What follows belongs to an exercise in optimizing a design on an open flow for small area, a short achievable clock period and few clock cycles; a production flow would make more cautious choices.
Where RTL was checked, it was by simulation tests only, not by an equivalence proof against the original.
The RTL of run 1 was laid out without a check of its function.
Power and IR drop assume default switching activity.

==> design.v <==
package alu_pkg;
	typedef logic [4:0] alu_opcode_t;
	typedef struct packed {
		logic [32-1:0] hi;
		logic [32-1:0] lo;
	} alu_product_t;
	typedef struct packed {
		logic [32-1:0] remainder;  
		logic [32-1:0] quotient;
	} alu_quotient_t;
	typedef union packed {
		alu_product_t  prod;
		alu_quotient_t quot;
	} alu_wide_t;
endpackage
`timescale 1ns/10ps
module alu (
	input  logic                    clock,
	input  logic                    rst,
	input  logic                    go,
	input  alu_pkg::alu_opcode_t    opcode,
	input  logic [32-1:0]   a,
	input  logic [32-1:0]   b,
	output logic [2*32-1:0] z,
	output logic [32-1:0]   hi,
	output logic [32-1:0]   lo,
	output logic                    busy,
	output logic                    done
);
	logic [31:0] hreg, lreg, zr;
	logic        busy_r, done_r, single_r;
	logic        is_div, fix;
	logic [3:0]  cnt;
	logic        qm1, neg_q, neg_r;
	assign busy = busy_r;
	assign done = done_r;
	assign hi   = hreg;
	assign lo   = lreg;
	assign z    = single_r ? {32'b0, zr} : {hreg, lreg};
	wire accept = go & ~busy_r;
	wire op_add  = (opcode == 5'd3);
	wire op_sub  = (opcode == 5'd4);
	wire op_and  = (opcode == 5'd5);
	wire op_or   = (opcode == 5'd6);
	wire op_ror  = (opcode == 5'd7);
	wire op_rol  = (opcode == 5'd8);
	wire op_shr  = (opcode == 5'd9);
	wire op_shra = (opcode == 5'd10);
	wire op_shl  = (opcode == 5'd11);
	wire op_div  = (opcode == 5'd15);
	wire op_mul  = (opcode == 5'd16);
	wire op_neg  = (opcode == 5'd17);
	wire op_not  = (opcode == 5'd18);
	wire op_multi = op_div | op_mul;
	wire        abs_a = op_div & a[31];
	wire        zx    = op_neg | abs_a;
	wire        sub   = op_sub | op_neg | abs_a;
	wire [31:0] ax    = zx ? 32'b0 : a;
	wire [31:0] ay    = (op_add | op_sub) ? b : (op_neg | abs_a) ? a : 32'b0;
	wire [32:0] asum  = {ax, 1'b1} + {ay ^ {32{sub}}, sub};
	wire [31:0] add_r = asum[32:1];
	wire        right = op_shr | op_shra | op_ror;
	wire        rot   = op_ror | op_rol;
	wire        fillb = op_shra & a[31];
	logic [31:0] st [0:5];
	always_comb begin
		for (int i = 0; i < 32; i++) st[0][i] = right ? a[i] : a[31-i];
	end
	for (genvar k = 0; k < 5; k++) begin : g_sh
		localparam int S = 16 >> k;
		wire [S-1:0] f = rot ? st[k][S-1:0] : {S{fillb}};
		assign st[k+1] = b[4-k] ? {f, st[k][31:S]} : st[k];
	end
	logic [31:0] sh_r;
	always_comb begin
		for (int i = 0; i < 32; i++) sh_r[i] = right ? st[5][i] : st[5][31-i];
	end
	logic [31:0] single;
	always_comb begin
		single = 32'b0;
		if (op_add | op_sub | op_neg) single = add_r;
		if (op_and) single = a & b;
		if (op_or)  single = a | b;
		if (op_not) single = ~a;
		if (op_ror | op_rol | op_shr | op_shra | op_shl) single = sh_r;
	end
	wire sb = zr[31];
	wire [33:0] m1 = {{2{zr[31]}}, zr};
	wire [33:0] m2 = {zr[31], zr, 1'b0};
	wire [2:0] bd0 = {lreg[1:0], qm1};
	wire [2:0] bd1 = lreg[3:1];
	function automatic logic [2:0] booth(input logic [2:0] x);
		booth[2] = x[1] ^ x[0];
		booth[1] = (x[2] & ~x[1] & ~x[0]) | (~x[2] & x[1] & x[0]);
		booth[0] = x[2] & ~(x[1] & x[0]);
	endfunction
	wire [2:0] bm0 = booth(bd0);
	wire [2:0] bm1 = booth(bd1);
	logic one1, two1, ng1, one2, two2, ng2;
	logic [33:0] a1, a2;
	logic [33:0] s1, s2;
	logic        q1, q2;
	logic [31:0] r1, r2;
	wire  nq = neg_q & ~(lreg[31] & lreg[30]);  
	always_comb begin
		if (fix) begin
			{one1, two1, ng1} = 3'b000;
			{one2, two2, ng2} = 3'b000;
		end else if (is_div) begin
			{one1, two1, ng1} = {2'b10, ~sb};
			{one2, two2, ng2} = {2'b10, ~sb};
		end else begin
			{one1, two1, ng1} = bm0;
			{one2, two2, ng2} = bm1;
		end
	end
	wire [33:0] b1 = ((one1 ? m1 : 34'b0) | (two1 ? m2 : 34'b0)) ^ {34{ng1}};
	wire [33:0] b2 = ((one2 ? m1 : 34'b0) | (two2 ? m2 : 34'b0)) ^ {34{ng2}};
	always_comb begin
		if (fix)         a1 = {2'b0, hreg ^ {32{neg_r}}};
		else if (is_div) a1 = {2'b0, hreg[30:0], lreg[31]};
		else             a1 = {{2{hreg[31]}}, hreg};
	end
	wire [34:0] s1x = {a1, 1'b1} + {b1, ng1 | (fix & neg_r)};
	assign s1 = s1x[34:1];
	assign q1 = ~s1[32];
	assign r1 = q1 ? s1[31:0] : a1[31:0];
	always_comb begin
		if (fix)         a2 = {2'b0, lreg ^ {32{nq}}};
		else if (is_div) a2 = {2'b0, r1[30:0], lreg[30]};
		else             a2 = {{2{s1[33]}}, s1[33:2]};
	end
	wire [34:0] s2x = {a2, 1'b1} + {b2, ng2 | (fix & nq)};
	assign s2 = s2x[34:1];
	assign q2 = ~s2[32];
	assign r2 = q2 ? s2[31:0] : a2[31:0];
	always_ff @(posedge clock) begin
		if (rst) begin
			busy_r   <= 1'b0;
			done_r   <= 1'b0;
			single_r <= 1'b0;
			fix      <= 1'b0;
			hreg     <= 32'b0;
			lreg     <= 32'b0;
		end else begin
			done_r <= 1'b0;
			if (!busy_r) begin
				if (go) begin
					if (op_multi) begin
						busy_r   <= 1'b1;
						single_r <= 1'b0;
						is_div   <= op_div;
						fix      <= 1'b0;
						cnt      <= 4'd0;
						qm1      <= 1'b0;
						hreg     <= 32'b0;
						lreg     <= add_r;
						zr       <= b;
						neg_q    <= a[31] ^ b[31];
						neg_r    <= a[31];
					end else begin
						single_r <= 1'b1;
						done_r   <= 1'b1;
						zr       <= single;
					end
				end
			end else if (fix) begin
				hreg   <= s1[31:0];
				lreg   <= s2[31:0];
				fix    <= 1'b0;
				busy_r <= 1'b0;
				done_r <= 1'b1;
			end else if (is_div) begin
				hreg <= r2;
				lreg <= {lreg[29:0], q1, q2};
				cnt  <= cnt + 4'd1;
				if (cnt == 4'd15) fix <= 1'b1;
			end else begin
				hreg <= s2[33:2];
				lreg <= {s2[1:0], s1[1:0], lreg[31:4]};
				qm1  <= lreg[3];
				cnt  <= cnt + 4'd1;
				if (cnt == 4'd7) begin
					busy_r <= 1'b0;
					done_r <= 1'b1;
				end
			end
		end
	end
endmodule
==> run.sh <==
#!/bin/bash
# synth_recipe.tcl (not shown) runs the flow's synth.tcl, then flattens the netlist and writes it again
# the make line also repeats each setting of config.mk as NAME=value (left out here)
make -C /OpenROAD-flow-scripts/flow DESIGN_CONFIG=/design/flow/config.mk WORK_HOME=/design/flow/orfs CLKGATE_MAP_FILE= SYNTH_SCRIPT=/design/flow/synth_recipe.tcl finish
==> config.mk <==
export PLATFORM = sky130hd
export DESIGN_NAME = alu
export DESIGN_NICKNAME = alu
export VERILOG_FILES = /design/flow/design.v
export SDC_FILE = /design/flow/constraint.sdc
export NUM_CORES = 4
export LEC_CHECK = 0
export CAP_MARGIN = 20
export CORE_MARGIN = 2
export CORE_UTILIZATION = 40
export SLEW_MARGIN = 20
==> constraint.sdc <==
create_clock -name core_clock -period 18.0 [get_ports {clock}]
set_input_delay 3.6000 -clock core_clock [delete_from_list [all_inputs] [get_ports {clock}]]
set_output_delay 3.6000 -clock core_clock [all_outputs]
set_load 0.01 [all_outputs]
==> summary.txt, run 1 <==
Floorplan:
- The number of primary I/O pins is 202.
- Measured along the x axis, the die boundary spans about 230 um.
- The height of the die is between 200 and 250 um.
- The floorplan has just over 80 rows.
- The total area inside the core boundary comes to 51300 um2.
- The initial core utilization is 40.5%.
- The die covers 53700 um2.

Logic synthesis:
- After synthesis, the netlist uses 105 different library cells.
- In this run the mean area of a mapped cell was 7.36 um2.
- During synthesis, Yosys emitted a total of 7 warnings.
- The most frequently used flop master after synthesis is sky130_fd_sc_hd__dfxtp_1.
- The synthesized design contains 108 register bits.
- The net count of the mapped netlist is 2995.
- The async set or reset register ratio after synthesis is 0%.
- In this run the cell area of the synthesized design comes to 20800 um2.
- Summing the sequential cell areas from Yosys gives between 10% and 20% of the chip area.
- The number of enable flip-flop cells after synthesis is 40.
- The cell count after synthesis came out at about 2800.

Timing:
- The remaining max-slew budget at the tightest pin is 25.6%.
- The count of endpoints failing hold in the final timing report is 0.
- The worst path meets setup with 7.84 ns of slack.
- The ratio of final minimum period to clock period is 56.4%.
- Based on the critical path, the design can be clocked at up to 0.0984 GHz.
- Setup repair after global routing left no endpoint under its margin.
- Clock skew on the completed layout was measured at 0.0142 ns.
- In the final timing run, aggregate negative setup slack is 0 ns.
- The max-slew violation count is 0.
- Setup violations remaining at the end of the flow were counted as 0.
- For the pin with the worst max-slew slack, the measured transition is 1.11 ns.
- The post-route minimum period is between 10 and 15 ns.

Route:
- The initial detailed-routing violation count is around 2700.
- The number of vias in the routed layout is 24300.
- The mean routed wirelength per cell is 30.2 um.
- The total routed wirelength is between 100000 and 150000 um.
- The count of unresolved DRC violations after routing is 0.
- The residual antenna-violating net count after detailed routing is 0.
- The first detailed-routing pass took 8 iterations.
- The per-cell via count in the routed design is 6.92.

Status:
- The run finished with no timing, DRC or antenna violations.

Setup path:
- The arrival time at the worst endpoint is 10.47 ns.
- For this run, the slowest stage of the critical path takes 0.67 ns.
- The critical path is of the reg2reg type.
- The dominant cell type by count on the critical path is sky130_fd_sc_hd__buf_4.
- The worst setup path is captured at a register.
- The slowest library cell on the worst path is sky130_fd_sc_hd__nor2_1.
- In this run the worst path has a maximum fanout of 32.
- The startpoint kind of the worst setup timing path is a register.
- The critical path required time is 18.31 ns.

Pwr:
- The leakage power total is 9.15 nW.
- The worst-case IR drop observed on VDD is 0.0361 mV.
- The power density over cell area is approximately 48 nW/um2.
- The power consumption is 1.13 mW.

Place:
- In this run, placement finished with an instance count of 3486.
- Once detailed placement completed, the half-perimeter wirelength came to 81500 um.
- In this run the cell area measured after placement is about 23000 um2.
- At the placement stage, the worst setup path has a slack of 7.92 ns.
- At the end of routability-driven placement, the weighted congestion stood at slightly above 1.
- The number of port buffers is 201.

Global routing:
- Entering global routing, the biggest net connects 66 pins.
- The first global-routing pass estimated roughly 150000 um of wire.
- The sum of overflow across all layers after global routing is 0.
- The initial antenna violation count is 1.
- The global-route usage over all layers is 38.1%.
- The number of global-route vias before repair is 23100.

Clock network:
- In this run the deepest clock path goes through 2 buffers.
- The cell at the root of the clock tree is sky130_fd_sc_hd__clkbuf_16.
- The clock net in this run drives a total of 108 sinks.
- The post-cts hold buffer count is 0.
- The number of buffers added for setup after CTS is 0.
- Once the clock tree was built, the resizer swapped 0 gates to a different size.
- The clock-pin transition on the worst setup and hold timing paths is 0.09 ns.
- Clock latency on the worst-skew pair, taken at its later pin, is 0.41 ns.
- The number of buffers created by CTS is 9.
- The CTS tree is yes.
- The H-tree depth is 3.

Min path:
- The worst hold path belongs to the class reg2reg.

Layout:
- After routing the design area is between 20000 and 25000 um2.
- The final-layout fill cell count is about 5400.
- The net count of the finished layout is 2993.
- The count of non-filler cells in the finished layout is 3503.
- From synthesis to final layout, the design area changed by 12.3%.
- The share of layout cells above drive strength 1 is 8.36%.

Job:
- Across the run, the number of max-cap violations was 0.
## worst max-delay path: cells and delay by family, from the launching register on
family | cells | cell delay (ns)
flops | 1 | 0.38
fa+ha+maj | 2 | 0.84
xor+xnor | 2 | 0.32
simple gates | 9 | 2.68
buf+inv | 5 | 1.78
mux | 1 | 0.38
compound gates | 13 | 3.60
## power by group
group / internal, mW / switching [mW]
Clock: 0.101 / 0.122
Combinational: 0.216 / 0.403
Sequential: 0.264 / 0.0247
Total: 0.580 / 0.550
## sequential cells by signal (all words and copies together), names as in the netlist
name      cells
is_div        1
cnt           4
lreg         32
fix           1
hreg         32
neg_q         1
done_r        1
zr           32
single_r      1
neg_r         1
qm1           1
busy_r        1
## per-stage QoR
step | hold slack (ns) | utilization (%)
3_3_place_gp | 0.443 | 44.8
5_1_grt | 0.495 | 45.4
6_report | 0.475 | 45.5
3_5_place_dp | 0.465 | 44.8
4_1_cts | 0.478 | 45.4
2_1_floorplan | 0.525 | -
## path summary, 6_finish.rpt
check	depth (start not counted)	endpoint	slack, ns	startpoint
max	32	hreg[20]	7.84	is_div
min	2	single_r	0.48	single_r
max reg2reg	32	hreg[20]	7.84	is_div
min reg2reg	2	single_r	0.48	single_r
## routing by layer
| metal | global-route usage (%) | wire length, um | vias up |
|---|---|---|---|
| li1 | - | - | 10800 |
| met1 | 44.5 | 40200 | 11700 |
| met2 | 64.4 | 49600 | 1407 |
| met3 | 4.68 | 7240 | 395 |
| met4 | 27.7 | 8770 | 0 |
| met5 | 0 | 0 | - |
## area by class of cell
| type | instances | area, um2 | area share, % |
|---|---|---|---|
| multi-input cells | 2391 | 17000 | 72.9 |
| diodes | 1 | 2.50 | 0.0107 |
| well taps | 680 | 851 | 3.65 |
| inverters | 50 | 188 | 0.805 |
| flip-flops and latches | 108 | 2570 | 11.0 |
| clock buffers | 9 | 225 | 0.966 |
| repair buffers | 257 | 2400 | 10.3 |
| clock inverters | 7 | 88.8 | 0.381 |
## synth_stat cells (all sizes together) (16+ instances only)
cell / n / area, um2
a211oi: 63 / 478
buf: 70 / 370
o32ai: 17 / 149
clkbuf: 200 / 753
o22ai: 36 / 231
a21o: 84 / 631
dfxtp: 68 / 1360
xnor2: 135 / 1180
o211ai: 37 / 278
a21oi: 214 / 1100
mux4: 24 / 541
a221oi: 52 / 480
nand2: 243 / 915
a222oi: 16 / 160
a22o: 36 / 315
nor2b: 67 / 422
a31oi: 33 / 219
inv: 47 / 176
xor2: 55 / 482
o21a: 24 / 180
a22oi: 120 / 901
nor2: 254 / 961
and2: 48 / 303
nand4: 19 / 119
ha: 102 / 1280
o21bai: 16 / 120
a221o: 51 / 510
mux2i: 94 / 941
mux2: 56 / 631
edfxtp: 40 / 1200
nand3: 67 / 340
nor3: 32 / 160
a21boi: 17 / 150
o21ai: 164 / 840
## layout by cell type (no fill, tap or decap), types with 84 or more instances in the layout
| cell | n |
|---|---|
| sky130_fd_sc_hd__a21oi_1 | 207 |
| sky130_fd_sc_hd__o21ai_0 | 137 |
| sky130_fd_sc_hd__nor2_1 | 239 |
| sky130_fd_sc_hd__a21o_1 | 84 |
| sky130_fd_sc_hd__xnor2_1 | 135 |
| sky130_fd_sc_hd__ha_1 | 102 |
| sky130_fd_sc_hd__a22oi_1 | 120 |
| sky130_fd_sc_hd__nand2_1 | 242 |
| sky130_fd_sc_hd__clkdlybuf4s50_1 | 194 |
| sky130_fd_sc_hd__mux2i_1 | 94 |
## kinds of logic (layout without fill, tap and decap cells)
group,Yosys count,in the layout,synth area share [%]
AO/OA/AOI/OAI,1107,1107,38.1
XOR/XNOR,190,190,8.02
adder cells (fa/ha/maj),104,104,6.34
buffers and inverters,320,323,6.32
flip-flops,108,108,12.3
multiplexers,174,174,10.2
other,0,1,0
AND/OR/NAND/NOR,816,816,18.7
==> inputs of run 2 (changes only) <==
--- a/design.v
+++ b/design.v
@@ -32,6 +32,8 @@
 	logic        is_div, fix;
 	logic [3:0]  cnt;
 	logic        qm1, neg_q, neg_r;
+	logic        mfs;     
+	logic [1:0]  fsc;
 	assign busy = busy_r;
 	assign done = done_r;
 	assign hi   = hreg;
@@ -62,18 +64,22 @@
 	wire        right = op_shr | op_shra | op_ror;
 	wire        rot   = op_ror | op_rol;
 	wire        fillb = op_shra & a[31];
+	wire [4:0]  s     = b[4:0];
+	wire [4:0]  rs    = right ? s : (~s + 5'd1);
 	logic [31:0] st [0:5];
-	always_comb begin
-		for (int i = 0; i < 32; i++) st[0][i] = right ? a[i] : a[31-i];
-	end
+	assign st[0] = a;
 	for (genvar k = 0; k < 5; k++) begin : g_sh
-		localparam int S = 16 >> k;
-		wire [S-1:0] f = rot ? st[k][S-1:0] : {S{fillb}};
-		assign st[k+1] = b[4-k] ? {f, st[k][31:S]} : st[k];
+		localparam int S = 1 << k;
+		assign st[k+1] = rs[k] ? {st[k][S-1:0], st[k][31:S]} : st[k];
 	end
 	logic [31:0] sh_r;
 	always_comb begin
-		for (int i = 0; i < 32; i++) sh_r[i] = right ? st[5][i] : st[5][31-i];
+		for (int i = 0; i < 32; i++) begin
+			if (rot | (right ? ({1'b0, s} <= 6'(31 - i)) : ({1'b0, s} <= 6'(i))))
+				sh_r[i] = st[5][i];
+			else
+				sh_r[i] = fillb;
+		end
 	end
 	logic [31:0] single;
 	always_comb begin
@@ -83,6 +89,31 @@
 		if (op_or)  single = a | b;
 		if (op_not) single = ~a;
 		if (op_ror | op_rol | op_shr | op_shra | op_shl) single = sh_r;
+	end
+	wire fa8  = a[31] ? &a[30:7]  : ~|a[30:8];
+	wire fa16 = a[31] ? &a[30:15] : ~|a[30:16];
+	wire fa24 = a[31] ? &a[30:23] : ~|a[30:24];
+	wire gb8  = b[31] ? ~&b[30:8]  : |b[30:8];
+	wire gb16 = b[31] ? ~&b[30:16] : |b[30:16];
+	wire gb24 = b[31] ? ~&b[30:24] : |b[30:24];
+	wire bz   = ~|b;
+	wire [1:0] ja = fa8 ? 2'd3 : fa16 ? 2'd2 : fa24 ? 2'd1 : 2'd0;
+	wire ma8  = a[31] ? &a[30:7]  : ~|a[30:7];
+	wire ma16 = a[31] ? &a[30:15] : ~|a[30:15];
+	wire ma24 = a[31] ? &a[30:23] : ~|a[30:23];
+	wire [1:0] jm = ma8 ? 2'd3 : ma16 ? 2'd2 : ma24 ? 2'd1 : 2'd0;
+	wire [1:0] jd = gb24 ? 2'd3 : gb16 ? 2'd2 : gb8 ? 2'd1 : 2'd0;
+	wire [2:0] jsum = {1'b0, ja} + {1'b0, jd};
+	wire [2:0] j = (~op_div | bz) ? 3'd0 : (jsum > 3'd4) ? 3'd4 : jsum;
+	logic [63:0] dload;
+	always_comb begin
+		case (j)
+			3'd0: dload = {32'b0, add_r};
+			3'd1: dload = {24'b0, add_r, 8'b0};
+			3'd2: dload = {16'b0, add_r, 16'b0};
+			3'd3: dload = {8'b0, add_r, 24'b0};
+			default: dload = {a, 32'b0};    
+		endcase
 	end
 	wire sb = zr[31];
 	wire [33:0] m1 = {{2{zr[31]}}, zr};
@@ -147,14 +178,17 @@
 			if (!busy_r) begin
 				if (go) begin
 					if (op_multi) begin
-						busy_r   <= 1'b1;
+						busy_r   <= ~(op_div & j[2]);
+						done_r   <= op_div & j[2];
 						single_r <= 1'b0;
 						is_div   <= op_div;
 						fix      <= 1'b0;
-						cnt      <= 4'd0;
+						cnt      <= op_div ? {j[1:0], 2'b00} : {1'b1, jm, 1'b0};
+						fsc      <= jm;
+						mfs      <= 1'b0;
 						qm1      <= 1'b0;
-						hreg     <= 32'b0;
-						lreg     <= add_r;
+						hreg     <= dload[63:32];
+						lreg     <= dload[31:0];
 						zr       <= b;
 						neg_q    <= a[31] ^ b[31];
 						neg_r    <= a[31];
@@ -174,15 +208,34 @@
 				hreg <= r2;
 				lreg <= {lreg[29:0], q1, q2};
 				cnt  <= cnt + 4'd1;
-				if (cnt == 4'd15) fix <= 1'b1;
+				if (cnt == 4'd15) begin
+					if (neg_q | neg_r) begin
+						fix <= 1'b1;
+					end else begin
+						busy_r <= 1'b0;
+						done_r <= 1'b1;
+					end
+				end
+			end else if (mfs) begin
+				hreg <= {{8{hreg[31]}}, hreg[31:8]};
+				lreg <= {hreg[7:0], lreg[31:8]};
+				fsc  <= fsc - 2'd1;
+				if (fsc == 2'd1) begin
+					busy_r <= 1'b0;
+					done_r <= 1'b1;
+				end
 			end else begin
 				hreg <= s2[33:2];
 				lreg <= {s2[1:0], s1[1:0], lreg[31:4]};
 				qm1  <= lreg[3];
 				cnt  <= cnt + 4'd1;
-				if (cnt == 4'd7) begin
-					busy_r <= 1'b0;
-					done_r <= 1'b1;
+				if (cnt == 4'd15) begin
+					if (fsc == 2'd0) begin
+						busy_r <= 1'b0;
+						done_r <= 1'b1;
+					end else begin
+						mfs <= 1'b1;
+					end
 				end
 			end
 		end
==> flow/run.sh (new file) <==
#!/bin/bash
set -euo pipefail
bash standard.sh SETUP_SLACK_MARGIN=10 finish > flow_make.log 2>&1
==> standard.sh (new file) <==
#!/bin/bash
# synth_recipe.tcl (not shown) runs the flow's synth.tcl, then flattens the netlist and writes it again
# the make line also repeats each setting of config.mk as NAME=value (left out here)
make -C /OpenROAD-flow-scripts/flow DESIGN_CONFIG=/design/flow/config.mk WORK_HOME=/design/flow/orfs CLKGATE_MAP_FILE= SYNTH_SCRIPT=/design/flow/synth_recipe.tcl "${@:-finish}"
removed: run.sh
==> summary.txt, run 2 <==
Logic synthesis:
- Of all flip-flops after synthesis, the portion carrying an async set or reset was 0%.
- Counting every net in the synthesized netlist gives roughly 3300.
- The most common cell in the netlist is sky130_fd_sc_hd__a21oi_1.
- The sequential cell area fraction in the yosys report is 12.0%.
- The synthesized cell area is ~22000 um2.
- The most frequently used flop master after synthesis is sky130_fd_sc_hd__dfxtp_1.
- The number of enable flip-flop cells after synthesis is 43.
- The count of synthesis-stage warnings from yosys is 2.
- Ranked by total cell area, the synthesized netlist is headed by sky130_fd_sc_hd__mux2i_1 9.0%, sky130_fd_sc_hd__a21oi_1 7.2%, sky130_fd_sc_hd__xnor2_1 6.6%.
- Of the post-synthesis cell area, the dominant cell type holds approximately 9.0%.
- The cell count after synthesis came out at 3103.
- The synthesized design contains 111 register bits.
- The synthesized design spends more area on one cell type than any other, namely sky130_fd_sc_hd__mux2i_1.
- In this run the mean area of a mapped cell was just over 7 um2.
- Synthesis instantiated 98 different standard cells from the library.
- By count the netlist is led by 318 x sky130_fd_sc_hd__a21oi_1, 308 x sky130_fd_sc_hd__nor2_1, 237 x sky130_fd_sc_hd__nand2_1.

Job:
- The number of maximum-capacitance violations is 0.

Route:
- After detailed routing, the average wire length per cell comes to 34.6 um.
- The first routing iteration left ~4900 violations.
- The final route contains 28600 vias.
- The residual antenna-violating net count after detailed routing is 0.
- The count of unresolved DRC violations after routing is 0.
- The detailed-routing iteration count for the pre-antenna-repair pass is 11.
- The per-cell via count in the routed design is 7.26.
- The total routed wirelength is around 140000 um.

Setup path:
- The startpoint identified for the worst register-to-register timing path is is_div.
- The arrival time at the worst endpoint is 8.37 ns.
- The slowest stage of the critical path belongs to the cell sky130_fd_sc_hd__o211ai_1.
- The worst setup path is launched from a register.
- In this run the worst setup path begins at is_div.
- Counting cells, the worst reg-to-reg path comes to 32.
- For this run, the slowest stage of the critical path takes approximately 0.70 ns.
- The top fanout value on the critical path is 29.
- For flop-to-flop paths, the worst setup slack is between 9 and 10 ns.
- The worst setup path is captured at a register.
- The worst setup path category is reg2reg.
- Among the stages of the critical path, the cell type that occurs most often is sky130_fd_sc_hd__buf_4.
- The critical path required time is about 18 ns.
- The worst register-to-register path ends at hreg[28].
- The critical path capture point is hreg[28].

Timing:
- The post-route minimum period is 8.11 ns.
- The setup TNS after final layout is 0 ns.
- The final critical path takes up 45.1% of the cycle.
- The max-slew violation count is 0.
- Setup repair after global routing could not meet its margin everywhere.
- Setup violations remaining at the end of the flow were counted as 0.
- The count of endpoints failing hold in the final timing report is 0.
- The clock skew is 0.0190 ns.
- At the pin with the least slew margin, the transition time is 1.27 ns.
- The maximum clock frequency is 0.123 GHz.
- The remaining max-slew budget at the tightest pin is 14.8%.

Layout:
- In the final layout, the registers with the most flip-flops are hreg (32), lreg (32), zr (32).
- The area growth from synthesis to layout is 24.3%.
- Of the cells placed in the final design, the portion with a size suffix greater than 1 is 16.6%.
- The total number of nets in the final design is 3409.
- Leaving out fill and tap cells, the most frequent cells in the layout are 290 x sky130_fd_sc_hd__nor2_1, 287 x sky130_fd_sc_hd__a21oi_1, 234 x sky130_fd_sc_hd__nand2_1.
- The library cell used most frequently in the layout, excluding fill and tap cells, is sky130_fd_sc_hd__nor2_1.
- After routing the design area is ~27000 um2.

Place:
- Summing all placed instances gives a cell area of 24600 um2.
- Routability-driven placement finished with a final weighted congestion of 1.14.
- Summed over all nets, the half-perimeter wirelength after detailed placement is 97800 um.
- Input and output buffers added on the ports amount to about 200.

Clock network:
- The tree built by TritonCTS fans out to ~110 sinks.
- In this run, post-CTS hold repair placed 0 buffers.
- In this run the number of H-tree levels came out at 3.
- The number of buffers created by CTS is 9.
- The tree is rooted in a sky130_fd_sc_hd__clkbuf_16.
- The CTS tree is yes.
- Counting along the longest clock path gives a buffer depth of 2.
- The clock insertion delay at the later pin of the skew report is about 0.40 ns.
- After clock tree synthesis, the clock-pin slew on the worst setup and hold paths is 0.09 ns.

Pwr:
- Sequential cells burn approximately 20% of the power.
- The leakage power total is about 11 nW.
- In this run the power density over the cells is 58.3 nW/um2.
- The portion of total power attributed to the clock network is 14.0%.
- The switching share of power is 52.3%.
- Per report_power, the combinational group accounts for between 60% and 70% of the total.
- The switching power is 0.837 mW.
- The internal power of the cells totals roughly 0.76 mW.
- The maximum resistive drop on vdd is 0.0357 mV.

Global routing:
- The sum of overflow across all layers after global routing is 0.
- The first global-routing pass estimated about 190000 um of wire.
- For this run, the total global-route usage over all layers was measured as a little under half.
- The initial antenna violation count is 14.
- The number of global-route vias before repair came to 25400.
- Entering global routing, the biggest net connects 84 pins.

Min path:
- The path class of the tightest hold or removal check is reg2reg.

Floorplan:
- The horizontal die dimension is roughly 240 um.
- The row count is between 80 and 90.
- For this configuration, the core starts out at a cell density of 40.3%.
- The number of primary I/O pins is 202.
- The floorplan step defined a die boundary enclosing approximately 57000 um2.
- The region available for standard cell placement spans 54900 um2.
- The height of the die is 239 um.

Status:
- The run finished with no timing, DRC or antenna violations.
==> run 2: cell count changes after synthesis, sizes merged, moves of 28 or more <==
cell,change
a21oi,+106
mux2i,+104
nor2,+55
nor3,+48
a22oi,-47
a22o,-34
xnor2,+33
a211oi,+28
==> run 2: stage by stage <==
stage               util, %  std cells  power (mW)  hold slack (ns)  setup WS [ns]
floorplan                 -       3103       0.838            0.545          10.02
global route           50.1       3934        1.63            0.583           9.76
finish                 50.1       3937        1.60            0.560           9.89
CTS                    47.4       3860        1.46            0.567          10.00
detailed placement     44.9       3803        1.19            0.554           7.97
global placement       44.9       3803        1.19            0.571           8.05
==> run 2: timing repair <==
item,in CTS,in global routing
gates resized for setup,187,177
endpoints found under the hold margin,0,0
cloned,6,4
pin swaps,35,76
endpoints found under the setup margin,92,77
setup buffers,35,69
==> run 2: logic make-up after synthesis <==
group                    count (synthesis)  synth area share (%)
flip-flops                             111                  12.0
AO/OA/AOI/OAI                         1154                  35.4
AND/OR/NAND/NOR                        932                  20.0
adder cells (fa/ha/maj)                113                  6.50
multiplexers                           253                  11.8
buffers and inverters                  320                  5.52
XOR/XNOR                               220                  8.80
==> run 2: worst min path at each step <==
stage | end | slack [ns] | startpoint | depth (start not counted)
finish | lreg[14] | 0.56 | busy_r | 2
global route | lreg[14] | 0.58 | busy_r | 2
CTS | lreg[14] | 0.57 | busy_r | 2
detailed placement | lreg[14] | 0.55 | busy_r | 2
global placement | lreg[14] | 0.57 | busy_r | 2
floorplan | lreg[16] | 0.54 | lreg[16] | 2
==> run 2: cell type report <==
cell class / count / area [um2]
Tap cell: 704 / 881
Timing Repair Buffer: 376 / 3550
Sequential cell: 111 / 2660
Fill cell: 5385 / 27400
Antenna cell: 4 / 10.0
Inverter: 50 / 194
Clock buffer: 10 / 239
Multi-Input combinational cell: 2676 / 19900
Clock inverter: 6 / 66.3
==> run 2: layer usage <==
| layer | part of all wire, % | track usage [%] | routed length [um] |
|---|---|---|---|
| met1 | 35 | 53.9 | 47700 |
| met2 | 40 | 64.3 | 54200 |
| met3 | 15 | 17.9 | 20100 |
| met4 | 10 | 36.2 | 13900 |
| met5 | 0.19 | 1.90 | 253 |
==> run 2: critical path, delay by kind of cell, from the launching register on <==
kind / cells / cell delay [ns]
buffers and inverters: 6 / 1.04
xor gates and xnor gates: 3 / 0.52
DFF: 1 / 0.43
AOI/OAI and AO/OA: 14 / 3.61
adders and majority gates: 2 / 0.62
and+or+nand+nor: 7 / 1.72
==> run 2: power groups by stage <==
stage	logic (mW)	clock network [mW]	registers, mW
2_1_floorplan	0.543	0	0.295
3_3_place_gp	0.865	0	0.322
3_5_place_dp	0.868	0	0.323
4_1_cts	0.922	0.223	0.317
5_1_grt	1.07	0.232	0.321
6_report	1.05	0.225	0.325
Testbench counts of run 2, summed over its fixed seeds: cycles 4,243.
==> inputs of run 3 (changes only) <==
==> run.sh (new file) <==
#!/bin/bash
# synth_recipe.tcl (not shown) runs the flow's synth.tcl, then flattens the netlist and writes it again
# the make line also repeats each setting of config.mk as NAME=value (left out here)
make -C /OpenROAD-flow-scripts/flow DESIGN_CONFIG=/design/flow/config.mk WORK_HOME=/design/flow/orfs CLKGATE_MAP_FILE= SYNTH_SCRIPT=/design/flow/synth_recipe.tcl finish
removed: flow/run.sh
removed: standard.sh
==> summary.txt, run 3 <==
Job:
- Max-cap violations in this run came to 0.

Route:
- The count of unresolved DRC violations after routing is 0.
- Dividing the detail-routed via count by the number of cells gives 7.18.
- The number of vias in the routed layout is around 27000.
- The residual antenna-violating net count after detailed routing is 0.
- The mean routed wirelength per cell is 36.1 um.
- The total routed wirelength is 138000 um.
- The detailed-routing iteration count for the pre-antenna-repair pass is 9.
- The initial detailed-routing violation count is 4242.

Timing:
- The clock skew is 0.0142 ns.
- The maximum clock frequency is 0.0901 GHz.
- Counting I/O delays and the setup requirement, the final critical path takes between 10 and 15 ns.
- The remaining max-slew budget at the tightest pin is 11.5%.
- Setup repair after global routing left no endpoint under its margin.
- The count of endpoints failing hold in the final timing report came to 0.
- The ratio of final minimum period to clock period is 61.7%.
- Setup violations remaining at the end of the flow were counted as 0.
- The setup TNS after final layout is 0 ns.
- The slew at the pin with the worst max-slew slack is 1.31 ns.
- The max-slew violation count is 0.

Setup path:
- In this run the critical register-to-register path is launched from is_div.
- The largest single stage delay on the critical path is 0.99 ns.
- The critical path in this run is classified as in2reg.
- The critical path endpoint category is a register.
- STA classifies the critical path startpoint as an input port.
- The signal on the critical path passes through clkdlybuf4s50_1, or3_1, a21oi_1, or2_2, nand2_1, buf_4, and2_1, ha_1, a21o_1, a21o_1, a21o_1, a21o_1, a21oi_1, o211ai_1, a2bb2oi_1, o31ai_1, mux2i_1, a2111oi_1, o221ai_1, a221oi_1, nor3_1.
- The arrival time at the worst endpoint is 11.36 ns.
- The cell that appears most often on the critical path is sky130_fd_sc_hd__a21o_1.
- Among all stages on the critical path, the largest delay is contributed by sky130_fd_sc_hd__a2111oi_1.
- The worst register-to-register path has a setup slack of 7.16 ns.
- The start point of the critical path is opcode[1].
- In this run the worst path has a maximum fanout of 31.
- The critical path required time is roughly 18 ns.

Logic synthesis:
- The number of enable flip-flop cells after synthesis is 43.
- The most frequently used flop master after synthesis is sky130_fd_sc_hd__dfxtp_1.
- In the post-synthesis netlist, the cell with the most instances is sky130_fd_sc_hd__a21oi_1.
- By count the netlist is led by 318 x sky130_fd_sc_hd__a21oi_1, 308 x sky130_fd_sc_hd__nor2_1, 237 x sky130_fd_sc_hd__nand2_1.
- Synthesis produced a netlist with a net count of 3288.
- The count of unique library cells instantiated by Yosys is 98.
- Synthesis handed over a netlist of between 3000 and 4000 instances.
- The cell type with the largest total area after synthesis is sky130_fd_sc_hd__mux2i_1.
- By area the synthesized netlist is led by sky130_fd_sc_hd__mux2i_1 9.0%, sky130_fd_sc_hd__a21oi_1 7.2%, sky130_fd_sc_hd__xnor2_1 6.6%.
- Summed over its instances, the top area cell type makes up under 10% of the synthesized netlist area.
- The async set or reset register ratio after synthesis is 0%.
- The count of synthesis-stage warnings from yosys is 2.
- The sequential cell area fraction in the yosys report is 12.0%.
- The synthesis-stage register bit count is 111.
- The mean instance size in the synthesized netlist is around 7.1 um2.
- The synthesized netlist occupies a cell area of approximately 22000 um2.

Clock network:
- The post-cts hold buffer count is 0.
- The count of clock tree sinks is between 100 and 150.
- The CTS tree is yes.
- The cell at the root of the clock tree is sky130_fd_sc_hd__clkbuf_16.
- The number of setup buffers added after CTS is 0.
- Clock-pin slew was measured on the worst setup and hold paths at 0.09 ns.
- The longest clock path from root to sink contains 2 buffers.
- The post-cts gate resize count is 0.
- The number of buffers created by CTS is 9.
- In this run the number of H-tree levels came out at 3.
- The later pin in the worst-skew pair is clocked with a latency of 0.40 ns.

Pwr:
- VDD sags by at most 0.0433 mV.
- The power density over cell area is 60.3 nW/um2.
- The leakage power total is 9.97 nW.

Place:
- Routability-driven placement finished with a final weighted congestion of ~1.1.
- During placement, the flow inserted port buffers numbering 201.
- The HPWL after detailed placement is a little over 100000 um.

Floorplan:
- For this configuration, the core starts out at a cell density of around two fifths.
- The floorplan step set the die width to 239 um.
- The die footprint is 57200 um2.
- The number of primary I/O pins is 202.
- The initialized floorplan defines 86 standard-cell rows.
- The die is ~240 um tall.
- The placeable core region is 54900 um2.

Global routing:
- The number of global-route vias before repair is 24900.
- The pin count of the biggest net entering global routing is 74.
- Global routing consumed, over all layers together, 46.9% of the routing resources.
- The total overflow left after global routing is 0.
- The initial antenna violation count is 14.
- The first global-routing pass estimated 191000 um of wire.

Layout:
- The total number of nets in the final design is 3295.
- Cells fill approximately 45% of the core in the end.
- The final-layout fill cell count is 5662.
- The largest registers in the layout are hreg (32), lreg (32), zr (32).
- The area growth from synthesis to layout is 12.9%.
- The library cells used most frequently in the layout, excluding fill and tap cells, are 314 x sky130_fd_sc_hd__a21oi_1, 300 x sky130_fd_sc_hd__nor2_1, 237 x sky130_fd_sc_hd__nand2_1.
- Of the cells placed in the final design, the portion with a size suffix greater than 1 is ~6.9%.
- The most common cell after layout, fill and taps aside is sky130_fd_sc_hd__a21oi_1.

Status:
- The run finished with no timing, DRC or antenna violations.

Min path:
- In this run the worst hold path is classified as reg2reg.
- In this run the most critical hold path is launched from single_r.
run 3: cell counts after synthesis:
Identical to the previous run, type by type.
run 3: kinds of logic (layout without fill, tap and decap cells):
group,Yosys count,count (layout),share of synthesized area (%)
AO/OA/AOI/OAI,1154,1154,35.4
XOR/XNOR,220,220,8.80
adder cells (fa/ha/maj),113,113,6.50
buffers and inverters,320,332,5.52
flip-flops,111,111,12.0
multiplexers,253,253,11.8
other,0,6,0
AND/OR/NAND/NOR,932,932,20.0
run 3: area by class of cell:
type / count / area, um2 / area share, %
inverters: 50 / 188 / 0.752
multi-input cells: 2672 / 18400 / 73.8
flip-flops and latches: 111 / 2660 / 10.7
clock inverters: 7 / 78.8 / 0.316
clock buffers: 9 / 225 / 0.902
repair buffers: 266 / 2490 / 10.0
well taps: 704 / 881 / 3.53
diodes: 6 / 15.0 / 0.0602
run 3: power breakdown:
part           switching, mW  internal, mW
combinational          0.640         0.312
clock                  0.125         0.100
sequential            0.0529         0.274
run 3: path summary, 6_finish.rpt:
check                                 to  depth (start not counted)
worst max register to register  hreg[21]                         31
worst min-delay path            single_r                          2
worst min register to register  single_r                          2
worst max-delay path            lreg[30]                         21
run 3: critical path: cells and delay by family:
| family | cells | cell delay, ns |
|---|---|---|
| simple gates | 5 | 2.18 |
| mux | 1 | 0.13 |
| compound gates | 12 | 3.95 |
| buf+inv | 2 | 1.10 |
| fa+ha+maj | 1 | 0.36 |
run 3: layer usage:
layer | global-route usage [%] | part of all wire, % | vias to the layer above
met2 | 69.3 | 42 | 2104
met4 | 40.6 | 10 | 18
li1 | - | - | 11700
met1 | 54.3 | 35 | 13000
met5 | 0 | 0.083 | -
met3 | 15.5 | 13 | 605
run 3: metrics by stage:
stage	setup slack [ns]	hold WS (ns)	instances	cell area, um2	total power, mW
final	6.90	0.597	3825	25000	1.50
after global routing	6.44	0.638	3819	24900	1.53
after CTS	7.05	0.589	3819	24900	1.44
after detailed placement	6.69	0.574	3803	24600	1.22
after global placement	6.84	0.565	3803	24600	1.21
after floorplan	9.30	0.545	3103	22100	0.837
==> inputs of run 4 (changes only) <==
--- a/design.v
+++ b/design.v
@@ -40,30 +40,26 @@
 	assign lo   = lreg;
 	assign z    = single_r ? {32'b0, zr} : {hreg, lreg};
 	wire accept = go & ~busy_r;
-	wire op_add  = (opcode == 5'd3);
-	wire op_sub  = (opcode == 5'd4);
-	wire op_and  = (opcode == 5'd5);
-	wire op_or   = (opcode == 5'd6);
-	wire op_ror  = (opcode == 5'd7);
-	wire op_rol  = (opcode == 5'd8);
-	wire op_shr  = (opcode == 5'd9);
-	wire op_shra = (opcode == 5'd10);
-	wire op_shl  = (opcode == 5'd11);
-	wire op_div  = (opcode == 5'd15);
-	wire op_mul  = (opcode == 5'd16);
-	wire op_neg  = (opcode == 5'd17);
-	wire op_not  = (opcode == 5'd18);
+	wire [4:0] op = opcode;
+	wire op_div   = (op == 5'd15);
+	wire op_mul   = (op == 5'd16);
 	wire op_multi = op_div | op_mul;
-	wire        abs_a = op_div & a[31];
-	wire        zx    = op_neg | abs_a;
-	wire        sub   = op_sub | op_neg | abs_a;
-	wire [31:0] ax    = zx ? 32'b0 : a;
-	wire [31:0] ay    = (op_add | op_sub) ? b : (op_neg | abs_a) ? a : 32'b0;
-	wire [32:0] asum  = {ax, 1'b1} + {ay ^ {32{sub}}, sub};
+	wire op_valid = (op == 5'd3) | (op == 5'd4) | (op == 5'd5) |
+	                (op == 5'd6) | (op == 5'd7) | (op == 5'd8) |
+	                (op == 5'd9) | (op == 5'd10) | (op == 5'd11) |
+	                (op == 5'd17) | (op == 5'd18);
+	wire sel_sh  = op[3] | (op[2] & op[1] & op[0]);
+	wire sel_and = op[2] & ~op[1] & op[0];
+	wire sel_or  = op[2] & op[1] & ~op[0];
+	wire sel_not = op[4] & op[1];
+	wire        sub   = op[2] & ~op[3];
+	wire        useb  = ~op[4] & ~op[3];
+	wire        inv   = (op[4] & op[0]) | (op[3] & a[31]);
+	wire [32:0] asum  = {a ^ {32{inv}}, 1'b1} + {(b & {32{useb}}) ^ {32{sub}}, inv | sub};
 	wire [31:0] add_r = asum[32:1];
-	wire        right = op_shr | op_shra | op_ror;
-	wire        rot   = op_ror | op_rol;
-	wire        fillb = op_shra & a[31];
+	wire        right = ~op[3] | (op[1] ^ op[0]);    
+	wire        rot   = ~op[3] | (~op[1] & ~op[0]);  
+	wire        fillb = op[3] & op[1] & ~op[0] & a[31];  
 	wire [4:0]  s     = b[4:0];
 	wire [4:0]  rs    = right ? s : (~s + 5'd1);
 	logic [31:0] st [0:5];
@@ -83,12 +79,11 @@
 	end
 	logic [31:0] single;
 	always_comb begin
-		single = 32'b0;
-		if (op_add | op_sub | op_neg) single = add_r;
-		if (op_and) single = a & b;
-		if (op_or)  single = a | b;
-		if (op_not) single = ~a;
-		if (op_ror | op_rol | op_shr | op_shra | op_shl) single = sh_r;
+		if (sel_sh)       single = sh_r;
+		else if (sel_and) single = a & b;
+		else if (sel_or)  single = a | b;
+		else if (sel_not) single = ~a;
+		else              single = add_r;    
 	end
 	wire fa8  = a[31] ? &a[30:7]  : ~|a[30:8];
 	wire fa16 = a[31] ? &a[30:15] : ~|a[30:16];
@@ -176,6 +171,7 @@
 		end else begin
 			done_r <= 1'b0;
 			if (!busy_r) begin
+				zr <= op_multi ? b : op_valid ? single : 32'b0;
 				if (go) begin
 					if (op_multi) begin
 						busy_r   <= ~(op_div & j[2]);
@@ -189,13 +185,11 @@
 						qm1      <= 1'b0;
 						hreg     <= dload[63:32];
 						lreg     <= dload[31:0];
-						zr       <= b;
 						neg_q    <= a[31] ^ b[31];
 						neg_r    <= a[31];
 					end else begin
 						single_r <= 1'b1;
 						done_r   <= 1'b1;
-						zr       <= single;
 					end
 				end
 			end else if (fix) begin
==> flow/run.sh (new file) <==
#!/bin/bash
set -euo pipefail
bash standard.sh SETUP_SLACK_MARGIN=10 finish > flow_make.log 2>&1
==> standard.sh (new file) <==
#!/bin/bash
# synth_recipe.tcl (not shown) runs the flow's synth.tcl, then flattens the netlist and writes it again
# the make line also repeats each setting of config.mk as NAME=value (left out here)
make -C /OpenROAD-flow-scripts/flow DESIGN_CONFIG=/design/flow/config.mk WORK_HOME=/design/flow/orfs CLKGATE_MAP_FILE= SYNTH_SCRIPT=/design/flow/synth_recipe.tcl "${@:-finish}"
--- a/config.mk
+++ b/config.mk
@@ -8,4 +8,5 @@
 export CAP_MARGIN = 20
 export CORE_MARGIN = 2
 export CORE_UTILIZATION = 40
+export PLACE_DENSITY = 0.45
 export SLEW_MARGIN = 20
removed: run.sh
==> summary.txt, run 4 <==
Status:
- The flow ran to the end and the layout has no timing, DRC or antenna violations.

Timing:
- Dividing the final minimum period by the clock period gives 44.2%.
- Based on the critical path, the design can be clocked at up to 0.126 GHz.
- For the final database, setup skew stands at 0.0167 ns.
- The total setup violations reported at the end of the flow is 0.
- In the final timing run, aggregate negative setup slack is 0 ns.
- Across all hold checks on the routed design, the worst slack comes to around 0.53 ns.
- Setup repair after global routing left no endpoint under its margin.
- The post-route minimum period is 7.96 ns.
- The slew at the pin with the worst max-slew slack is 1.21 ns.
- The max-slew violation count is 0.
- Measured against its own limit, the worst slew margin works out to between 10% and 20%.
- The count of endpoints failing hold in the final timing report is 0.

Global routing:
- Entering global routing, the biggest net connects 74 pins.
- The first global-routing pass estimated 186000 um of wire.
- The global-route usage over all layers is 44.5%.
- The number of global-route vias before repair is between 20000 and 30000.
- The sum of overflow across all layers after global routing is 0.
- The initial antenna violation count came to 7.

Layout:
- Counting the fill cells in the layout gives approximately 5600.
- The area growth from synthesis to layout is 20.0%.
- The share of layout cells above drive strength 1 is around an eighth.
- Summing all multi-input logic gate instances after layout gives 19400 um2.
- The sequential cells in the finished layout cover a total of 2660 um2.
- Leaving out fill and tap cells, the most frequent cell in the layout is sky130_fd_sc_hd__nor2_1.
- In the layout the commonest cells are 408 x sky130_fd_sc_hd__nor2_1, 283 x sky130_fd_sc_hd__a21oi_1, 277 x sky130_fd_sc_hd__nand2_1.
- In the final layout, the registers with the most flip-flops are hreg (32), lreg (32), zr (32).
- In the final design database the tool counted between 3000 and 4000 nets.

Clock network:
- The clock drives around 110 sinks.
- Clock latency on the worst-skew pair, taken at its later pin, is about 0.39 ns.
- The H-tree depth is 3.
- Clock tree synthesis inserted a total of 9 buffers.
- The CTS tree is yes.
- CTS placed an instance of sky130_fd_sc_hd__clkbuf_16 at the clock tree root.
- The maximum buffer depth of the clock tree is 2.
- The clock-pin transition on the worst setup and hold timing paths is 0.09 ns.

Setup path:
- Data on the critical path is required at its endpoint by 18.28 ns.
- The arrival time at the worst endpoint is 8.24 ns.
- The number of cells on the worst reg-to-reg path is 32.
- The worst setup slack for register-to-register paths is 10.22 ns.
- The critical path is of the in2reg type.
- In this run the worst path has a maximum fanout of 8.
- STA classifies the critical path endpoint as a register.
- The startpoint kind of the worst setup timing path is an input port.

Route:
- After detailed routing, the average wire length per cell comes to 32.7 um.
- The per-cell via count in the routed design is 6.85.
- The initial detailed-routing violation count is 4270.
- The count of unresolved DRC violations after routing is 0.
- The number of vias in the routed layout is 28200.
- Once detail routing completed, the nets flagged for antenna violations numbered 0.
- The total routed wirelength is ~130000 um.
- The detailed-routing iteration count for the pre-antenna-repair pass is 7.

Logic synthesis:
- The synthesized cell area is 22500 um2.
- Of the total synthesized cell area, the portion taken by XOR and XNOR cells is under 10%.
- In the synthesized netlist the dominant register cell turns out to be sky130_fd_sc_hd__dfxtp_1.
- The largest family of logic cells by synthesized area is compound AO/OA/AOI/OAI gates.
- Averaged over all synthesized cells, the footprint is between 6 and 7 um2.
- The number of nets handed over by synthesis was 3463.
- Summing the areas of all and, or, nand and nor instances in the mapped netlist gives 22.6% of the synthesized area.
- The count of unique library cells instantiated by Yosys is 90.
- Summing the areas of all compound-gate instances in the mapped netlist gives 31.5% of the synthesized area.
- The cell count after synthesis is between 3000 and 4000.
- The area share of the leading cell type in the synthesized netlist is around 9%.
- After synthesis, the cell types taking the most area are sky130_fd_sc_hd__mux2i_1 8.8%, sky130_fd_sc_hd__xnor2_1 8.0%, sky130_fd_sc_hd__nor2_1 7.0%.
- The cell type with the largest total area after synthesis is sky130_fd_sc_hd__mux2i_1.
- The sequential cell area fraction in the yosys report is between 10% and 20%.
- The synthesized design contains 43 enable-type register cells.
- The arithmetic-cell share of the synthesized area counting full adders, half adders and majority gates is 6.69%.
- The most common cell in the netlist is sky130_fd_sc_hd__nor2_1.
- The post-synthesis mux area share is 11.7%.
- The commonest cells after synthesis are 421 x sky130_fd_sc_hd__nor2_1, 306 x sky130_fd_sc_hd__a21oi_1, 281 x sky130_fd_sc_hd__nand2_1.
- The async set or reset register ratio after synthesis is 0%.
- The count of synthesis-stage warnings from yosys is 2.
- The synthesis-stage register bit count is about 110.

Floorplan:
- The core region is approximately 55000 um2.
- The initial core utilization is 40.6%.
- In this run the horizontal extent of the chip is 241 um.
- The height of the die is 241 um.
- During I/O placement, the number of pins put on the boundary was roughly 200.
- The row count is 86.
- The floorplan step defined a die boundary enclosing a little under 60000 um2.

Place:
- The congestion estimate from routability-driven global placement came to 1.07.
- The placed wire-length estimate is 99700 um.
- Input and output buffers added on the ports amount to 201.

Pwr:
- The maximum resistive drop on vdd is 0.0519 mV.
- The power density over cell area is 70.3 nW/um2.
- The leakage power total is 10.6 nW.

Job:
- The number of maximum-capacitance violations is 0.

Min path:
- In this run the worst hold path is classified as reg2reg.
- The count of cells along the worst hold path is 2.
run 4: layer usage:
| layer | part of all wire (%) | global-route usage [%] |
|---|---|---|
| met1 | 36 | 52.9 |
| met2 | 43 | 69.3 |
| met3 | 11 | 9.23 |
| met4 | 11 | 36.6 |
| met5 | 0.030 | 0 |
run 4: path summary, 6_finish.rpt:
check / startpoint / endpoint
setup / recovery: a[31] / hreg[23]
hold / removal: single_r / single_r
setup reg to reg: lreg[0] / hreg[0]
hold reg to reg: single_r / single_r
run 4: metrics by stage:
| stage | total power [mW] | cell area [um2] | setup slack [ns] | cells | utilization [%] |
|---|---|---|---|---|---|
| detailed placement | 1.49 | 25100 | 8.15 | 4017 | 45.2 |
| finish | 1.90 | 27000 | 10.04 | 4114 | 48.8 |
| global route | 1.94 | 27000 | 9.94 | 4112 | 48.7 |
| floorplan | 1.03 | 22500 | 10.05 | 3273 | - |
| CTS | 1.77 | 26000 | 9.99 | 4061 | 47.0 |
| global placement | 1.48 | 25100 | 8.31 | 4017 | 45.2 |
run 4: critical path, stage by stage:
cell,delay [ns]
sky130_fd_sc_hd__clkdlybuf4s50_1,0.51
sky130_fd_sc_hd__buf_12,0.15
sky130_fd_sc_hd__a22oi_2,0.09
sky130_fd_sc_hd__buf_4,0.17
sky130_fd_sc_hd__buf_12,0.14
sky130_fd_sc_hd__xnor2_1,0.12
sky130_fd_sc_hd__ha_1,0.35
sky130_fd_sc_hd__nor2b_1,0.14
sky130_fd_sc_hd__o21ai_1,0.21
sky130_fd_sc_hd__a21oi_2,0.11
sky130_fd_sc_hd__o21ai_2,0.25
sky130_fd_sc_hd__a21oi_2,0.12
sky130_fd_sc_hd__o21ai_2,0.19
sky130_fd_sc_hd__a21o_1,0.25
sky130_fd_sc_hd__o21ai_2,0.10
sky130_fd_sc_hd__a221o_1,0.39
sky130_fd_sc_hd__a21oi_2,0.21
sky130_fd_sc_hd__xnor2_2,0.13
sky130_fd_sc_hd__buf_4,0.18
sky130_fd_sc_hd__buf_4,0.14
sky130_fd_sc_hd__a221o_1,0.40
sky130_fd_sc_hd__o211ai_1,0.14
sky130_fd_sc_hd__o21ai_0,0.10
run 4: cells by family after synthesis:
kind of cell,Yosys count
XOR/XNOR,256
flip-flops,111
multiplexers,254
AO/OA/AOI/OAI,1089
buffers and inverters,336
adder cells (fa/ha/maj),118
AND/OR/NAND/NOR,1109
run 4: what timing repair did:
item                                    4_1_cts  5_1_grt
pin swaps                                    14       33
resized for setup                           104      113
setup buffers                                26       46
hold buffers                                  0        0
endpoints found under the setup margin       96       87
gates cloned                                  2        5
run 4: power breakdown:
part           internal [mW]  total, mW  switching [mW]  leakage [nW]
Clock                  0.110      0.225           0.115         0.147
Sequential             0.276      0.331          0.0548         0.983
Combinational          0.478       1.34           0.864          9.45
run 4: cell type report:
class / count / area share, %
sequential: 111 / 9.85
timing repair buffer: 352 / 12.8
clock buffer: 10 / 0.848
antenna: 2 / 0.0185
tap: 748 / 3.46
clock inverter: 6 / 0.255
multi-input combinational: 2828 / 72.0
inverter: 57 / 0.838
Testbench counts of run 4, summed over its fixed seeds: cycles 4,243.
==> inputs of run 5 (changes only) <==
--- a/config.mk
+++ b/config.mk
@@ -8,5 +8,4 @@
 export CAP_MARGIN = 20
 export CORE_MARGIN = 2
 export CORE_UTILIZATION = 40
-export PLACE_DENSITY = 0.45
 export SLEW_MARGIN = 20
==> summary.txt, run 5 <==
Layout:
- The area taken by multi-input logic gates is 19500 um2.
- Counting the fill cells in the layout gives 5645.
- The largest registers in the layout are hreg (32), lreg (32), zr (32).
- At the end of the flow, the number of nets in the layout was around 3500.
- The count of non-filler cells in the finished layout is between 4000 and 5000.
- The sequential cells in the finished layout cover a total of 2660 um2.
- The top cell types in the final layout, fill and taps aside, are 404 x sky130_fd_sc_hd__nor2_1, 278 x sky130_fd_sc_hd__a21oi_1, 274 x sky130_fd_sc_hd__nand2_1.
- The library cell used most frequently in the layout, excluding fill and tap cells, is sky130_fd_sc_hd__nor2_1.
- Of the cells placed in the final design, the portion with a size suffix greater than 1 is between 10% and 20%.
- For this run, the share of the core covered by cells in the final layout is between 40 and 50%.
- From synthesis to final layout, the design area changed by 20.2%.
- The final non-filler cell area is 27100 um2.

Place:
- The final RePlAce weighted congestion is 1.07.
- The wire-length estimate of the detail-placed layout is slightly below 100000 um.
- The total placed cells including tap cells is around 4000.
- In this run the tool buffered the top-level ports with 201 buffer cells.
- The post-place setup slack is 8.38 ns.
- In this run the cell area measured after placement is around 25000 um2.

Logic synthesis:
- The count of synthesis-stage warnings from yosys is 2.
- Of the post-synthesis cell area, the part taken by muxes is 11.7%.
- Synthesis produced a netlist whose cell count is roughly 3300.
- The arithmetic-cell share of the synthesized area counting full adders, half adders and majority gates is 6.69%.
- The largest family of logic cells by synthesized area is compound AO/OA/AOI/OAI gates.
- Synthesis inferred roughly 110 register bits.
- For this run, the register share of the synthesized area comes to 11.8%.
- sky130_fd_sc_hd__mux2i_1 takes more of the synthesized area than any other cell.
- The async set or reset register ratio after synthesis is 0%.
- The count of unique library cells instantiated by Yosys is 90.
- The synthesized-area fraction occupied by ao, oa, aoi and oai cells is 31.5%.
- In this run, synthesis inferred 43 flip-flops with an integrated enable.
- Sorting the synthesized cells by area gives the leading types as sky130_fd_sc_hd__mux2i_1 8.8%, sky130_fd_sc_hd__xnor2_1 8.0%, sky130_fd_sc_hd__nor2_1 7.0%.
- Counting instances in the post-synthesis netlist gives the leading cell types as 421 x sky130_fd_sc_hd__nor2_1, 306 x sky130_fd_sc_hd__a21oi_1, 281 x sky130_fd_sc_hd__nand2_1.
- After synthesis the cells add up to 22500 um2.
- The most common cell in the synthesized netlist is sky130_fd_sc_hd__nor2_1.
- Among all flip-flop cells after synthesis, the most frequent one is sky130_fd_sc_hd__dfxtp_1.
- The fraction of the mapped netlist area in simple logic gates is 22.6%.
- A synthesized cell averages 6.88 um2.
- The post-synthesis xor/xnor area fraction is 9.99%.
- The synthesized design devotes to its leading area cell type 8.76% of total area.
- Counting every net in the synthesized netlist gives ~3500.

Timing:
- Setup repair after global routing could not meet its margin everywhere.
- The slew at the pin with the worst max-slew slack is 1.04 ns.
- Setup violations remaining at the end of the flow were counted as 0.
- Dividing the final minimum period by the clock period gives between 40% and 50%.
- The worst path in the final design needs a cycle of 7.92 ns, including I/O delays and setup.
- The setup TNS after final layout is 0 ns.
- The clock skew is 0.0285 ns.
- Based on the critical path, the design can be clocked at up to 0.126 GHz.
- The count of endpoints failing hold in the final timing report is 0.
- In this run the tightest slew margin relative to its limit is between 30% and 40%.
- The max-slew violation count came to 0.
- The worst setup slack after layout is 10.08 ns.

Clock network:
- The maximum buffer depth of the clock tree is 2.
- At the later pin of the worst-skew pair, clock insertion delay measures 0.42 ns.
- The H-tree depth is 3.
- Buffers inserted during clock tree synthesis total 9.
- The CTS tree is yes.
- The cell at the root of the clock tree is sky130_fd_sc_hd__clkbuf_16.
- For this design, the sink count on the clock tree is 111.
- The clock-pin transition on the worst setup and hold timing paths is 0.09 ns.

Setup path:
- On the critical path, the stage with the largest delay is an instance of sky130_fd_sc_hd__clkdlybuf4s50_1.
- The startpoint of the most critical register-to-register path is lreg[0].
- The largest single stage delay on the critical path is 0.48 ns.
- The arrival time at the worst endpoint is 8.22 ns.
- The critical path required time is 18.30 ns.
- The start point of the critical path is a[31].
- The kind of cell with the highest combined delay along the critical path is compound AO/OA/AOI/OAI gates.
- The number of buffer and inverter stages on the critical path is 5.
- The worst setup path is of the in2reg kind.
- Walking the worst path, the cells encountered are clkdlybuf4s50_1, buf_6, a22oi_2, buf_12, buf_4, buf_4, xnor2_1, ha_1, and4_1, nand2_1, o221ai_1, nor2_1, a21o_1, o31a_1, nor2b_1, a21boi_0, xor2_2, nor2_1, a211oi_2, a2111oi_2, o221a_2.
- The worst setup path is launched from an input port.
- In this run the worst path has a maximum fanout of 13.
- The critical path endpoint category is a register.

Pwr:
- Across the VDD grid, the largest voltage drop is 0.0389 mV.
- In this run the static leakage power is 10.6 nW.
- The power density over cell area is slightly below 70 nW/um2.

Route:
- The final route contains about 28000 vias.
- The total routed wirelength is 136000 um.
- In the routed design, unresolved DRC markers number 0.
- The detailed router finished its first iteration with between 4000 and 5000 violations.
- Using the TritonRoute via totals, the vias-per-cell ratio works out to 6.88.
- The residual antenna-violating net count after detailed routing is 0.
- The mean routed wirelength per cell is 33.0 um.
- The first detailed-routing pass ran for 6 iterations.

Floorplan:
- For this design the top-level I/O count stands at 202.
- The row count is 86.
- The initial core utilization is 40.6%.
- The horizontal die dimension is 241 um.
- The core region is 55400 um2.
- The height of the die is 241 um.
- The die footprint is 58200 um2.

Global routing:
- The number of global-route vias before repair is 25800.
- The sum of overflow across all layers after global routing is 0.
- The first global-routing pass estimated between 150000 and 200000 um of wire.
- The global-route usage over all layers is 45.1%.
- The initial antenna violation count is 11.
- The pin count of the biggest net entering global routing is 65.

Status:
- The run finished with no timing, DRC or antenna violations.

Min path:
- In this run the worst hold path is classified as reg2reg.
- The worst hold path begins at lreg[12].

Job:
- The number of maximum-capacitance violations is 0.
run 5: cell counts after synthesis:
Identical to the previous run, type by type.
run 5: layout make-up:
cell class | count | share of cell area [%]
clock buffers | 9 | 0.832
flip-flops and latches | 111 | 9.84
well taps | 748 | 3.46
multi-input cells | 2826 | 71.9
diodes | 1 | 0.00924
repair buffers | 353 | 12.9
clock inverters | 7 | 0.259
inverters | 57 | 0.869
run 5: path summary, 6_finish.rpt:
kind | endpoint | slack, ns | cells after the start
setup / recovery | hreg[22] | 10.08 | 21
hold / removal | lreg[12] | 0.51 | 2
setup reg to reg | lreg[30] | 10.15 | 34
hold reg to reg | lreg[12] | 0.51 | 2
run 5: report_power, final:
group          internal, mW  leakage (nW)  switching, mW  total [mW]
combinational         0.475          9.50          0.848        1.32
clock                0.0986         0.142          0.124       0.223
sequential            0.276         0.983         0.0582       0.335
run 5: logic make-up (layout without fill, tap and decap cells):
kind of cell | after synthesis | after routing
AOI/OAI and AO/OA | 1089 | 1089
DFF | 111 | 111
other | 0 | 1
adders and majority gates | 118 | 118
xor gates and xnor gates | 256 | 256
muxes | 254 | 254
buffers and inverters | 336 | 426
and+or+nand+nor | 1109 | 1109
run 5: what timing repair did:
item / CTS / global route
setup buffers: 21 / 33
resized for setup: 116 / 120
pin swaps: 18 / 28
setup endpoints to repair: 96 / 83
cloned: 4 / 2
hold buffers: 0 / 0
run 5: worst register-to-register path: cells and delay by family (launching register included):
family	cells	cell delay [ns]
compound gates	17	3.56
xor+xnor	3	0.66
fa+ha+maj	2	0.78
buf+inv	4	0.72
flops	1	0.43
mux	2	0.62
simple gates	6	1.03
run 5: metal layers:
layer | track usage [%] | part of all wire, %
met5 | 0 | 0.060
met3 | 14.4 | 13
met2 | 68.0 | 42
met4 | 35.4 | 9.5
met1 | 53.0 | 36
run 5: per-stage QoR:
stage | hold slack, ns | power (mW)
final | 0.510 | 1.88
after global placement | 0.499 | 1.49
after global routing | 0.538 | 1.93
after detailed placement | 0.499 | 1.49
after floorplan | 0.545 | 1.03
after CTS | 0.509 | 1.75

port drivers added, routing unchanged:
In the flow no input, the clock included, has a driving cell. The finished layouts below were timed again as built, in two steps.
Step 1 (the two cells are an assumption about what drives the block):
set clk [get_ports {clock}]
set_driving_cell -lib_cell sky130_fd_sc_hd__clkbuf_16 $clk
set_driving_cell -lib_cell sky130_fd_sc_hd__buf_2 [delete_from_list [all_inputs] $clk]
Step 2 times the ports against the registers' clock, not the clock port: input delays grow and output delays shrink by t, the midpoint of the rising clock arrivals with the driver on.
Three values: ideal, step 1, step 2; two values: the first two.
run	t (ns)	setup WS [ns]	hold slack, ns	cell pins on the clock port's net
run 1	0.453	7.841 / 7.841 / 7.721	0.475 / 0.475 / 0.475	1
run 2	0.439	9.888 / 9.888 / 9.619	0.560 / 0.560 / 0.560	1
run 3	0.453	6.900 / 6.940 / 6.487	0.597 / 0.597 / 0.597	1
run 4	0.439	10.040 / 10.073 / 9.634	0.529 / 0.529 / 0.529	1
run 5	0.459	10.082 / 10.117 / 9.658	0.510 / 0.510 / 0.510	1
After both steps setup and hold are still met in every run listed. For run 5, which loses most, drivers alone change the setup slack by +0.035 ns; drivers and shift together by -0.424 ns.
